This is an optimization exercise on Yosys and OpenROAD, whose aim is small area, not a production implementation. The RTL was checked by simulation tests, not by an equivalence proof against the original design. Power is estimated from default activity; no workload was simulated.

==> job 9300: inputs <==
==> flow/design.v (excerpt) <==
module procesador_multiciclo #(
   parameter int            DW       = 32,
   parameter int            AW       = 8,
   parameter logic [AW-1:0] RESET_PC = '0
) (
   input  logic          clk,
   input  logic          rst_n,
   output logic          mem_req,
   output logic          mem_we,
   output logic [AW-1:0] mem_addr,
   output logic [DW-1:0] mem_wdata,
   input  logic [DW-1:0] mem_rdata,
   input  logic          mem_ack,
   output logic          halted,
   output logic [AW-1:0] pc_dbg
);
==> flow/config.mk <==
export PLATFORM = sky130hd
export DESIGN_NAME = procesador_multiciclo
export DESIGN_NICKNAME = procesador_multiciclo
export VERILOG_FILES = /design/flow/design.v
export SDC_FILE = /design/flow/constraint.sdc
export NUM_CORES = 4
export LEC_CHECK = 0
export CAP_MARGIN = 20
export CORE_MARGIN = 2
export CORE_UTILIZATION = 65
export CTS_BUF_LIST = sky130_fd_sc_hd__clkbuf_4
export SLEW_MARGIN = 20
==> flow/constraint.sdc <==
create_clock -name core_clock -period 6.5 [get_ports {clk}]
set_input_delay 1.3000 -clock core_clock [delete_from_list [all_inputs] [get_ports {clk}]]
set_output_delay 1.3000 -clock core_clock [all_outputs]
set_load 0.01 [all_outputs]
run.sh (not shown) runs the stock make flow with config.mk's settings and CLKGATE_MAP_FILE= SYNTH_SCRIPT=/design/flow/synth_recipe.tcl, a recipe that flattens the netlist after the stock synthesis.
==> job 560: changes against job 9300 <==
==> flow/flow/run.sh (new file) <==
#!/bin/bash
# Layout flow: the standard ORFS flow (standard.sh), with two changes in
# how the layout is made:
#  * port buffers use the smallest buffer cell (buf_1) instead of the
#    cell buffer_ports picks on its own;
#  * clock tree: clkbuf_8 leaf/tree buffers, sink clusters of up to 22
#    flip-flops within 60 um, no dummy loads.
# Each tool's full output is in the ORFS logs under orfs/logs/, and the
# make output in flow_standard.log in this folder.
set -euo pipefail
export BUFFER_PORTS_ARGS="-buffer_cell sky130_fd_sc_hd__buf_1"
export CTS_ARGS="-sink_clustering_enable -repair_clock_nets -sink_clustering_size 22 -sink_clustering_max_diameter 60 -buf_list sky130_fd_sc_hd__clkbuf_8 -dont_use_dummy_load"
bash ./standard.sh finish > flow_standard.log 2>&1
==> flow/standard.sh (new file) <==
#!/bin/bash
# synth_recipe.tcl (not shown) runs the flow's synth.tcl, then flattens the netlist and writes it again
# the make line also repeats each setting of config.mk as NAME=value (left out here)
make -C /OpenROAD-flow-scripts/flow DESIGN_CONFIG=/design/flow/config.mk WORK_HOME=/design/flow/orfs CLKGATE_MAP_FILE= SYNTH_SCRIPT=/design/flow/synth_recipe.tcl "${@:-finish}"
CORE_UTILIZATION = 40   (was 65)
CTS_BUF_LIST = unset   (was sky130_fd_sc_hd__clkbuf_4)
removed: flow/run.sh
==> notes.md <==
Against job 560, the combinational power of job 9300 is larger by 27%. In critical path depth, job 9300 and job 560 do not differ. Total power: job 560 is lower than job 9300 (about 20%). Between job 560 and job 9300, the lower register-to-register slack is in job 9300 (gap 0.06 ns). In flip-flop and latch count, job 9300 and job 560 do not differ. Of job 9300 and job 560, job 9300 has the higher utilization (gap 33 points). Of job 560 and job 9300, job 9300 has the higher final area (gap 7.3%, measured against job 9300). Between job 9300 and job 560, the lower wire length is in job 560 (gap 19%, measured against job 560).
==> figures <==
Power drawn by the combinational cells: job 560 0.145 mW; job 9300 0.184 mW
Cell Count Post-Placement: job 560 2343; job 9300 2016
Final-stage net count: job 560 1609; job 9300 1773
Worst EP arrival: job 560 5.07 ns; job 9300 5.35 ns
Endpoint of the worst-slack reg-to-reg timing path: job 560 u_rf.g_reg[16].q[31]; job 9300 u_rf.g_reg[5].q[31]
Reg-to-reg setup timing slack: job 560 2.00 ns; job 9300 1.94 ns
Die ar.: job 560 64400 um2; job 9300 40000 um2
Overall global routing resource usage: job 560 0.108; job 9300 0.212
Met1 Track Usage GR: job 560 0.158; job 9300 0.264
Status: job 560 no timing/DRC/antenna violations; job 9300 no timing/DRC/antenna violations
Clock period minus worst slack: job 560 4.50 ns; job 9300 4.56 ns
Clock group total power: job 560 2.49 mW; job 9300 4.80 mW
Cell at the root of the clock tree: job 560 clkbuf_8; job 9300 clkbuf_4
Worst hold slack: job 560 0.281 ns; job 9300 0.280 ns
Post-detailed-placement half-perimeter wirelength: job 560 21100 um; job 9300 21800 um
Non-filler cells in the finished layout: job 560 2402; job 9300 2386
WL final: job 560 33900 um; job 9300 40300 um


==> wip/juniper <==
==> flow/design.v <==
package procesador_multiciclo_pkg;
   localparam logic [2:0] S_FETCH  = 3'b000;
   localparam logic [2:0] S_MEM    = 3'b001;
   localparam logic [2:0] S_ALIGN1 = 3'b010;
   localparam logic [2:0] S_ALIGN2 = 3'b011;
   localparam logic [2:0] S_EX1    = 3'b100;
   localparam logic [2:0] S_EX2    = 3'b101;
   localparam logic [2:0] S_CLR    = 3'b110;
   localparam logic [2:0] S_HALT   = 3'b111;
   localparam logic [3:0] C_ADD  = 4'd0;
   localparam logic [3:0] C_SUB  = 4'd1;
   localparam logic [3:0] C_AND  = 4'd2;
   localparam logic [3:0] C_OR   = 4'd3;
   localparam logic [3:0] C_SLT  = 4'd4;
   localparam logic [3:0] C_ADDI = 4'd5;
   localparam logic [3:0] C_LW   = 4'd6;
   localparam logic [3:0] C_SW   = 4'd7;
   localparam logic [3:0] C_BEQ  = 4'd8;
   localparam logic [3:0] C_J    = 4'd9;
   localparam logic [3:0] C_ILL  = 4'd10;
   localparam logic [5:0] OP_RTYPE = 6'h00;
   localparam logic [5:0] OP_ADDI  = 6'h08;
   localparam logic [5:0] OP_LW    = 6'h23;
   localparam logic [5:0] OP_SW    = 6'h2B;
   localparam logic [5:0] OP_BEQ   = 6'h04;
   localparam logic [5:0] OP_J     = 6'h02;
   localparam logic [5:0] FN_ADD = 6'h20;
   localparam logic [5:0] FN_SUB = 6'h22;
   localparam logic [5:0] FN_AND = 6'h24;
   localparam logic [5:0] FN_OR  = 6'h25;
   localparam logic [5:0] FN_SLT = 6'h2A;
   function automatic logic [3:0] decode(input logic [5:0] op, input logic [5:0] fn);
      case (op)
         OP_RTYPE: begin
            case (fn)
               FN_ADD:  decode = C_ADD;
               FN_SUB:  decode = C_SUB;
               FN_AND:  decode = C_AND;
               FN_OR:   decode = C_OR;
               FN_SLT:  decode = C_SLT;
               default: decode = C_ILL;
            endcase
         end
         OP_ADDI: decode = C_ADDI;
         OP_LW:   decode = C_LW;
         OP_SW:   decode = C_SW;
         OP_BEQ:  decode = C_BEQ;
         OP_J:    decode = C_J;
         default: decode = C_ILL;
      endcase
   endfunction
endpackage
module banco_reg_param #(
   parameter int DW = 32
) (
   input  logic          clk,
   input  logic [4:0]    ra1,
   input  logic [4:0]    ra2,
   output logic          rd1,
   output logic          rd2,
   input  logic [31:1]   we,
   input  logic          wd
);
   logic [31:0] lsb;
   assign lsb[0] = 1'b0;
   for (genvar r = 1; r < 32; r++) begin : g_reg
      logic [DW-1:0] q;
      always_ff @(posedge clk) q <= {we[r] ? wd : q[0], q[DW-1:1]};
      assign lsb[r] = q[0];
   end
   assign rd1 = lsb[ra1];
   assign rd2 = lsb[ra2];
endmodule
module procesador_multiciclo #(
   parameter int            DW       = 32,
   parameter int            AW       = 8,
   parameter logic [AW-1:0] RESET_PC = '0
) (
   input  logic          clk,
   input  logic          rst_n,
   output logic          mem_req,
   output logic          mem_we,
   output logic [AW-1:0] mem_addr,
   output logic [DW-1:0] mem_wdata,
   input  logic [DW-1:0] mem_rdata,
   input  logic          mem_ack,
   output logic          halted,
   output logic [AW-1:0] pc_dbg
);
   logic [2:0]    state, state_nx;
   logic [3:0]    cls;
   logic [4:0]    cnt;           
   logic [AW-3:0] pcw;           
   logic          pc_c;          
   logic [AW-1:0] addr;          
   logic [31:0]   dr;            
   logic [4:0]    rsq, rtq;      
   logic          c;             
   logic          f;             
   wire ex1   = (state == procesador_multiciclo_pkg::S_EX1);
   wire ex2   = (state == procesador_multiciclo_pkg::S_EX2);
   wire clr   = (state == procesador_multiciclo_pkg::S_CLR);
   wire last  = (cnt == 5'd31);
   wire first = (cnt == 5'd0);
   wire lo8   = (cnt[4:3] == 2'd0);              
   wire pcwin = lo8 && (cnt[2:1] != 2'd0);       
   wire c_add  = (cls == procesador_multiciclo_pkg::C_ADD);
   wire c_sub  = (cls == procesador_multiciclo_pkg::C_SUB);
   wire c_and  = (cls == procesador_multiciclo_pkg::C_AND);
   wire c_or   = (cls == procesador_multiciclo_pkg::C_OR);
   wire c_slt  = (cls == procesador_multiciclo_pkg::C_SLT);
   wire c_addi = (cls == procesador_multiciclo_pkg::C_ADDI);
   wire c_lw   = (cls == procesador_multiciclo_pkg::C_LW);
   wire c_sw   = (cls == procesador_multiciclo_pkg::C_SW);
   wire c_beq  = (cls == procesador_multiciclo_pkg::C_BEQ);
   wire c_j    = (cls == procesador_multiciclo_pkg::C_J);
   wire c_ill  = (cls == procesador_multiciclo_pkg::C_ILL);
   wire is_r   = c_add | c_sub | c_and | c_or | c_slt;
   wire is_imm = c_addi | c_lw | c_sw;
   wire is_mem = c_lw | c_sw;
   wire inv    = c_sub | c_slt | c_beq;
   wire w1     = c_add | c_sub | c_and | c_or | c_addi;
   wire single = w1 | c_j;                        
   logic        ra, rb, wbit, wen;
   logic [4:0]  wa;
   logic [31:1] we;
   assign wa = is_r ? dr[15:11] : rtq;
   always_comb begin
      for (int r = 1; r < 32; r++)
         we[r] = clr || (wen && wa == 5'(r));
   end
   banco_reg_param #(.DW(DW)) u_rf (
      .clk (clk),
      .ra1 (rsq),
      .ra2 (rtq),
      .rd1 (ra),
      .rd2 (rb),
      .we  (we),
      .wd  (wbit)
   );
   wire opb  = is_imm ? dr[0] : rb;
   wire opbx = opb ^ inv;
   wire cin  = first ? inv : c;
   wire sum  = ra ^ opbx ^ cin;
   wire cout = (ra & opbx) | (ra & cin) | (opbx & cin);
   always_comb begin
      wen  = 1'b0;
      wbit = 1'b0;
      if (ex1) begin
         wen = w1;
         if (c_and)     wbit = ra & rb;
         else if (c_or) wbit = ra | rb;
         else           wbit = sum;
      end else if (ex2) begin
         wen  = c_lw | c_slt;
         wbit = c_lw ? dr[0] : (f & first);
      end
   end
   wire pc_upd = pcwin && ((ex1 && !c_beq) || ex2 || clr);
   wire pc_add = ex2 & c_beq & f & dr[0];
   wire pc_ci  = (cnt == 5'd2) ? (ex1 | (ex2 & c_beq)) : pc_c;
   wire pc_nb  = (ex1 && c_j) ? dr[0] : (pcw[0] ^ pc_add ^ pc_ci);
   wire a_in   = (ex1 && is_mem) ? sum : (pc_nb & pcwin);
   wire fetch_now = last && (clr || (ex1 && single) || ex2);
   wire req       = (state[2:1] == 2'b00);
   assign mem_req   = req || fetch_now;
   assign mem_we    = (state == procesador_multiciclo_pkg::S_MEM) && c_sw;
   assign mem_addr  = addr;
   assign mem_wdata = dr;
   assign halted    = (state == procesador_multiciclo_pkg::S_HALT);
   assign pc_dbg    = {pcw, 2'b00};
   always_comb begin
      state_nx = state;
      case (state)
         procesador_multiciclo_pkg::S_FETCH,
         procesador_multiciclo_pkg::S_MEM:
            if (mem_ack) state_nx = {last, ~last, state[0]};
         procesador_multiciclo_pkg::S_ALIGN1,
         procesador_multiciclo_pkg::S_ALIGN2:
            if (last) state_nx = {2'b10, state[0]};
         procesador_multiciclo_pkg::S_EX1:
            if (last) begin
               if (c_ill)       state_nx = procesador_multiciclo_pkg::S_HALT;
               else if (is_mem) state_nx = procesador_multiciclo_pkg::S_MEM;
               else if (!single) state_nx = procesador_multiciclo_pkg::S_EX2;
               else state_nx = mem_ack ? procesador_multiciclo_pkg::S_EX1 : procesador_multiciclo_pkg::S_FETCH;
            end
         procesador_multiciclo_pkg::S_EX2,
         procesador_multiciclo_pkg::S_CLR:
            if (last) state_nx = mem_ack ? procesador_multiciclo_pkg::S_EX1 : procesador_multiciclo_pkg::S_FETCH;
         default: state_nx = procesador_multiciclo_pkg::S_HALT;
      endcase
   end
   wire dr_ld = mem_req && mem_ack;
   wire dr_sh = (ex1 && (c_sw || ((c_addi || c_lw) && cnt < 5'd15) || (c_j && cnt >= 5'd2))) ||
                (ex2 && (c_lw || (c_beq && cnt >= 5'd2)));
   always_ff @(posedge clk or negedge rst_n) begin
      if (!rst_n) begin
         state <= procesador_multiciclo_pkg::S_CLR;
         cnt   <= '0;
         pcw   <= RESET_PC[AW-1:2];
      end else begin
         state <= state_nx;
         cnt   <= cnt + 5'd1;
         if (pc_upd) pcw <= {pc_nb, pcw[AW-3:1]};
      end
   end
   always_ff @(posedge clk) begin
      if (dr_ld)      dr <= mem_rdata;
      else if (dr_sh) dr <= {rb, dr[31:1]};
      if (mem_req && mem_ack && state != procesador_multiciclo_pkg::S_MEM) begin
         cls <= procesador_multiciclo_pkg::decode(mem_rdata[31:26], mem_rdata[5:0]);
         rsq <= mem_rdata[25:21];
         rtq <= mem_rdata[20:16];
      end
      if (lo8 && (ex1 || ex2 || clr)) addr <= {a_in, addr[AW-1:1]};
      if (pc_upd) pc_c <= (pcw[0] & pc_add) | (pcw[0] & pc_ci) | (pc_add & pc_ci);
      if (ex1) begin
         c <= cout;
         if (c_slt) f <= (ra ^ rb) ? ra : sum;
         else       f <= (first | f) & ~sum;
      end
   end
endmodule
==> flow/flow/run.sh <==
#!/bin/bash
# Layout flow: the standard ORFS flow (standard.sh) with these changes in
# how the layout is made:
#  * after the standard synthesis, its combinational logic is re-mapped by
#    ABC with an area script (flow/remap.ys); registers are untouched;
#  * port buffers use the smallest buffer cell (buf_1);
#  * clock tree: small clock buffers, small sink clusters, no dummy loads.
# Each tool writes its full output to a log of its own in this folder
# (flow_*.log) and ORFS's step logs stay under orfs/logs/.
set -euo pipefail
export BUFFER_PORTS_ARGS="-buffer_cell sky130_fd_sc_hd__buf_1"
export CTS_ARGS="-sink_clustering_enable -repair_clock_nets -sink_clustering_size 12 -sink_clustering_max_diameter 30 -buf_list sky130_fd_sc_hd__clkbuf_4 -dont_use_dummy_load"
YOSYS=${YOSYS_EXE:-$FLOW_HOME/../tools/install/yosys/bin/yosys}
LIB=$FLOW_HOME/platforms/$FLOW_PLATFORM/lib/sky130_fd_sc_hd__tt_025C_1v80.lib
R=orfs/results/$FLOW_PLATFORM/procesador_multiciclo/base

bash ./standard.sh synth > flow_synth.log 2>&1
cp $R/1_2_yosys.v flow_std_netlist.v
SEQ=$(grep -oE "sky130_fd_sc_hd__(df|edf|sdf|dl|conb)[a-z0-9_]+" flow_std_netlist.v | sort -u | tr '\n' ' ')
sed -e "s#LIBFILE#$LIB#g" -e "s#NETIN#flow_std_netlist.v#" -e "s#NETOUT#flow_remap_netlist.v#" \
    -e "s#TOPNAME#$FLOW_TOP#" -e "s#^flatten#blackbox $SEQ\nflatten#" flow/remap.ys > flow_remap.ys
$YOSYS -s flow_remap.ys > flow_remap.log 2>&1
cp flow_remap_netlist.v $R/1_2_yosys.v
rm -f $R/1_synth.odb $R/1_synth.sdc
bash ./standard.sh synth > flow_synth_odb.log 2>&1
bash ./standard.sh finish > flow_standard.log 2>&1
==> flow/flow/remap.ys <==
# Area re-mapping of the standard synthesis's combinational logic. The
# flip-flops and tie cells are black boxes here, so every register keeps its
# instance name and cell type; only the logic between them is re-mapped.
read_liberty -ignore_miss_func LIBFILE
read_verilog NETIN
hierarchy -top TOPNAME
flatten
rename -hide w:*.*
opt_clean -purge
abc -liberty LIBFILE -script +strash;dch,-f;amap;dnsize -dont_use sky130_fd_sc_hd__probe_p_8 -dont_use sky130_fd_sc_hd__probec_p_8 -dont_use sky130_fd_sc_hd__lpflow_bleeder_1 -dont_use sky130_fd_sc_hd__lpflow_clkbufkapwr_1 -dont_use sky130_fd_sc_hd__lpflow_clkbufkapwr_16 -dont_use sky130_fd_sc_hd__lpflow_clkbufkapwr_2 -dont_use sky130_fd_sc_hd__lpflow_clkbufkapwr_4 -dont_use sky130_fd_sc_hd__lpflow_clkbufkapwr_8 -dont_use sky130_fd_sc_hd__lpflow_clkinvkapwr_1 -dont_use sky130_fd_sc_hd__lpflow_clkinvkapwr_16 -dont_use sky130_fd_sc_hd__lpflow_clkinvkapwr_2 -dont_use sky130_fd_sc_hd__lpflow_clkinvkapwr_4 -dont_use sky130_fd_sc_hd__lpflow_clkinvkapwr_8 -dont_use sky130_fd_sc_hd__lpflow_decapkapwr_12 -dont_use sky130_fd_sc_hd__lpflow_decapkapwr_3 -dont_use sky130_fd_sc_hd__lpflow_decapkapwr_4 -dont_use sky130_fd_sc_hd__lpflow_decapkapwr_6 -dont_use sky130_fd_sc_hd__lpflow_decapkapwr_8 -dont_use sky130_fd_sc_hd__lpflow_inputiso0n_1 -dont_use sky130_fd_sc_hd__lpflow_inputiso0p_1 -dont_use sky130_fd_sc_hd__lpflow_inputiso1n_1 -dont_use sky130_fd_sc_hd__lpflow_inputiso1p_1 -dont_use sky130_fd_sc_hd__lpflow_inputisolatch_1 -dont_use sky130_fd_sc_hd__lpflow_isobufsrc_1 -dont_use sky130_fd_sc_hd__lpflow_isobufsrc_16 -dont_use sky130_fd_sc_hd__lpflow_isobufsrc_2 -dont_use sky130_fd_sc_hd__lpflow_isobufsrc_4 -dont_use sky130_fd_sc_hd__lpflow_isobufsrc_8 -dont_use sky130_fd_sc_hd__lpflow_isobufsrckapwr_16 -dont_use sky130_fd_sc_hd__lpflow_lsbuf_lh_hl_isowell_tap_1 -dont_use sky130_fd_sc_hd__lpflow_lsbuf_lh_hl_isowell_tap_2 -dont_use sky130_fd_sc_hd__lpflow_lsbuf_lh_hl_isowell_tap_4 -dont_use sky130_fd_sc_hd__lpflow_lsbuf_lh_isowell_4 -dont_use sky130_fd_sc_hd__lpflow_lsbuf_lh_isowell_tap_1 -dont_use sky130_fd_sc_hd__lpflow_lsbuf_lh_isowell_tap_2 -dont_use sky130_fd_sc_hd__lpflow_lsbuf_lh_isowell_tap_4 -dont_use sky130_fd_sc_hd__fill_1 -dont_use sky130_fd_sc_hd__fill_2 -dont_use sky130_fd_sc_hd__fill_4 -dont_use sky130_fd_sc_hd__fill_8 
splitnets
opt_clean -purge
hilomap -singleton -hicell sky130_fd_sc_hd__conb_1 HI -locell sky130_fd_sc_hd__conb_1 LO
insbuf -buf sky130_fd_sc_hd__buf_4 A X
stat -liberty LIBFILE
write_verilog -noattr -noexpr -nohex -nodec NETOUT
==> flow/standard.sh <==
#!/bin/bash
# synth_recipe.tcl (not shown) runs the flow's synth.tcl, then flattens the netlist and writes it again
# the make line also repeats each setting of config.mk as NAME=value (left out here)
make -C /OpenROAD-flow-scripts/flow DESIGN_CONFIG=/design/flow/config.mk WORK_HOME=/design/flow/orfs CLKGATE_MAP_FILE= SYNTH_SCRIPT=/design/flow/synth_recipe.tcl "${@:-finish}"
==> flow/config.mk <==
export PLATFORM = sky130hd
export DESIGN_NAME = procesador_multiciclo
export DESIGN_NICKNAME = procesador_multiciclo
export VERILOG_FILES = /design/flow/design.v
export SDC_FILE = /design/flow/constraint.sdc
export NUM_CORES = 4
export LEC_CHECK = 0
export CAP_MARGIN = 20
export CORE_MARGIN = 2
export CORE_UTILIZATION = 65
export SLEW_MARGIN = 20
==> flow/constraint.sdc <==
create_clock -name core_clock -period 6.5 [get_ports {clk}]
set_input_delay 1.3000 -clock core_clock [delete_from_list [all_inputs] [get_ports {clk}]]
set_output_delay 1.3000 -clock core_clock [all_outputs]
set_load 0.01 [all_outputs]
==> wip/umber (differences from wip/juniper) <==
--- a/flow/flow/run.sh
+++ b/flow/flow/run.sh
@@ -10,5 +10,5 @@
 set -euo pipefail
 export BUFFER_PORTS_ARGS="-buffer_cell sky130_fd_sc_hd__buf_1"
-export CTS_ARGS="-sink_clustering_enable -repair_clock_nets -sink_clustering_size 12 -sink_clustering_max_diameter 30 -buf_list sky130_fd_sc_hd__clkbuf_4 -dont_use_dummy_load"
+export CTS_ARGS="-sink_clustering_enable -repair_clock_nets -sink_clustering_size 11 -sink_clustering_max_diameter 35 -buf_list sky130_fd_sc_hd__clkbuf_4 -dont_use_dummy_load"
 YOSYS=${YOSYS_EXE:-$FLOW_HOME/../tools/install/yosys/bin/yosys}
 LIB=$FLOW_HOME/platforms/$FLOW_PLATFORM/lib/sky130_fd_sc_hd__tt_025C_1v80.lib
--- a/flow/config.mk
+++ b/flow/config.mk
@@ -6,6 +6,6 @@
 export NUM_CORES = 4
 export LEC_CHECK = 0
-export CAP_MARGIN = 20
+export CAP_MARGIN = 0
 export CORE_MARGIN = 2
 export CORE_UTILIZATION = 65
-export SLEW_MARGIN = 20
+export SLEW_MARGIN = 0
==> wip/sierra (differences from wip/juniper) <==
--- a/flow/flow/run.sh
+++ b/flow/flow/run.sh
@@ -10,5 +10,5 @@
 set -euo pipefail
 export BUFFER_PORTS_ARGS="-buffer_cell sky130_fd_sc_hd__buf_1"
-export CTS_ARGS="-sink_clustering_enable -repair_clock_nets -sink_clustering_size 12 -sink_clustering_max_diameter 30 -buf_list sky130_fd_sc_hd__clkbuf_4 -dont_use_dummy_load"
+export CTS_ARGS="-sink_clustering_enable -repair_clock_nets -sink_clustering_size 11 -sink_clustering_max_diameter 35 -buf_list sky130_fd_sc_hd__clkbuf_4 -dont_use_dummy_load"
 YOSYS=${YOSYS_EXE:-$FLOW_HOME/../tools/install/yosys/bin/yosys}
 LIB=$FLOW_HOME/platforms/$FLOW_PLATFORM/lib/sky130_fd_sc_hd__tt_025C_1v80.lib
--- a/flow/config.mk
+++ b/flow/config.mk
@@ -8,4 +8,4 @@
 export CAP_MARGIN = 20
 export CORE_MARGIN = 2
-export CORE_UTILIZATION = 65
+export CORE_UTILIZATION = 55
 export SLEW_MARGIN = 20
==> wip/amber (differences from wip/juniper) <==
--- a/flow/design.v
+++ b/flow/design.v
@@ -8,15 +8,15 @@
    localparam logic [2:0] S_CLR    = 3'b110;
    localparam logic [2:0] S_HALT   = 3'b111;
-   localparam logic [3:0] C_ADD  = 4'd0;
-   localparam logic [3:0] C_SUB  = 4'd1;
-   localparam logic [3:0] C_AND  = 4'd2;
-   localparam logic [3:0] C_OR   = 4'd3;
-   localparam logic [3:0] C_SLT  = 4'd4;
-   localparam logic [3:0] C_ADDI = 4'd5;
-   localparam logic [3:0] C_LW   = 4'd6;
-   localparam logic [3:0] C_SW   = 4'd7;
-   localparam logic [3:0] C_BEQ  = 4'd8;
-   localparam logic [3:0] C_J    = 4'd9;
-   localparam logic [3:0] C_ILL  = 4'd10;
+   localparam logic [3:0] C_ADD  = 4'd13;
+   localparam logic [3:0] C_SUB  = 4'd12;
+   localparam logic [3:0] C_AND  = 4'd5;
+   localparam logic [3:0] C_OR   = 4'd7;
+   localparam logic [3:0] C_SLT  = 4'd9;
+   localparam logic [3:0] C_ADDI = 4'd14;
+   localparam logic [3:0] C_LW   = 4'd15;
+   localparam logic [3:0] C_SW   = 4'd4;
+   localparam logic [3:0] C_BEQ  = 4'd3;
+   localparam logic [3:0] C_J    = 4'd6;
+   localparam logic [3:0] C_ILL  = 4'd1;
    localparam logic [5:0] OP_RTYPE = 6'h00;
    localparam logic [5:0] OP_ADDI  = 6'h08;
--- a/flow/flow/run.sh
+++ b/flow/flow/run.sh
@@ -10,5 +10,5 @@
 set -euo pipefail
 export BUFFER_PORTS_ARGS="-buffer_cell sky130_fd_sc_hd__buf_1"
-export CTS_ARGS="-sink_clustering_enable -repair_clock_nets -sink_clustering_size 12 -sink_clustering_max_diameter 30 -buf_list sky130_fd_sc_hd__clkbuf_4 -dont_use_dummy_load"
+export CTS_ARGS="-sink_clustering_enable -repair_clock_nets -sink_clustering_size 12 -sink_clustering_max_diameter 33 -buf_list sky130_fd_sc_hd__clkbuf_4 -dont_use_dummy_load"
 YOSYS=${YOSYS_EXE:-$FLOW_HOME/../tools/install/yosys/bin/yosys}
 LIB=$FLOW_HOME/platforms/$FLOW_PLATFORM/lib/sky130_fd_sc_hd__tt_025C_1v80.lib
==> out/results.txt <==
GR Layer Usage met1 = 0.272
Core Area = 36,500 sq um
outcome = no timing/DRC/antenna violations
Post-DP HPWL = 23,300 um
width of the chip = 196 um
Tapcells = 468
Logic inverters = 50
delay of the slowest critical-path stage = 0.62 ns
The numbers above come from wip/amber.

==> out/results.txt <==
outcome = no timing/DRC/antenna violations
Post-DP HPWL = 22,900 um
width of the chip = 197 um
Logic inverters = 41
Core Area = 36,600 sq um
delay of the slowest critical-path stage = 0.62 ns
Tapcells = 468
The numbers above come from wip/umber.

==> out/results.txt <==
outcome = no timing/DRC/antenna violations
delay of the slowest critical-path stage = 0.56 ns
Post-DP HPWL = 21,500 um
width of the chip = 213 um
Logic inverters = 41
fin crit share = 0.611
GR Layer Usage met1 = 0.213
Core Area = 43,200 sq um
area delta synth->final = 8.40%
clkbuf count = 119
The numbers above come from wip/sierra.

==> out/results.txt <==
Tapcells = 468
Core Area = 36,600 sq um
Logic inverters = 41
outcome = no timing/DRC/antenna violations
GR Layer Usage met1 = 0.261
delay of the slowest critical-path stage = 0.60 ns
Post-DP HPWL = 23,100 um
The numbers above come from wip/juniper.

-- separate check: timing with driven ports --
How much do the figures lean on ideal ports? The routed layouts below were timed once more, with nothing changed but the port constraints. Step 1 (the two cells are an assumption about what drives the block):
set clk [get_ports {clk}]
set_driving_cell -lib_cell sky130_fd_sc_hd__clkbuf_16 $clk
set_driving_cell -lib_cell sky130_fd_sc_hd__buf_2 [delete_from_list [all_inputs] $clk]
Step 2 moves the port delays by t, midway between the first and last clock arrival at a register: inputs arrive t later, outputs are due t later. That takes back most of the time a late clock gives input paths. a / b / c = ideal ports / drivers / drivers and shift; a / b = the first two.
run | t (ns) | slack for setup (ns) | hold slack, ns | worst setup path at the end | worst data-port slew with drivers (ns)
job 9300 | 0.923 | 1.937 / 1.900 / 1.937 | 0.280 / 0.280 / 0.280 | register to register | 0.05
job 560 | 0.698 | 2.000 / 2.000 / 2.000 | 0.281 / 0.281 / 0.281 | register to register | 0.05
wip/juniper | 0.888 | 2.449 / 2.400 / 2.616 | 0.276 / 0.276 / 0.276 | register to register | 0.05
wip/umber | 0.837 | 2.458 / 2.405 / 2.529 | 0.271 / 0.271 / 0.271 | register to register | 0.06
wip/sierra | 0.864 | 2.530 / 2.481 / 2.733 | 0.225 / 0.225 / 0.225 | register to register | 0.09
wip/amber | 0.842 | 2.012 / 2.012 / 2.012 | 0.255 / 0.255 / 0.255 | register to register | 0.06
After both steps setup and hold are still met in every run listed.
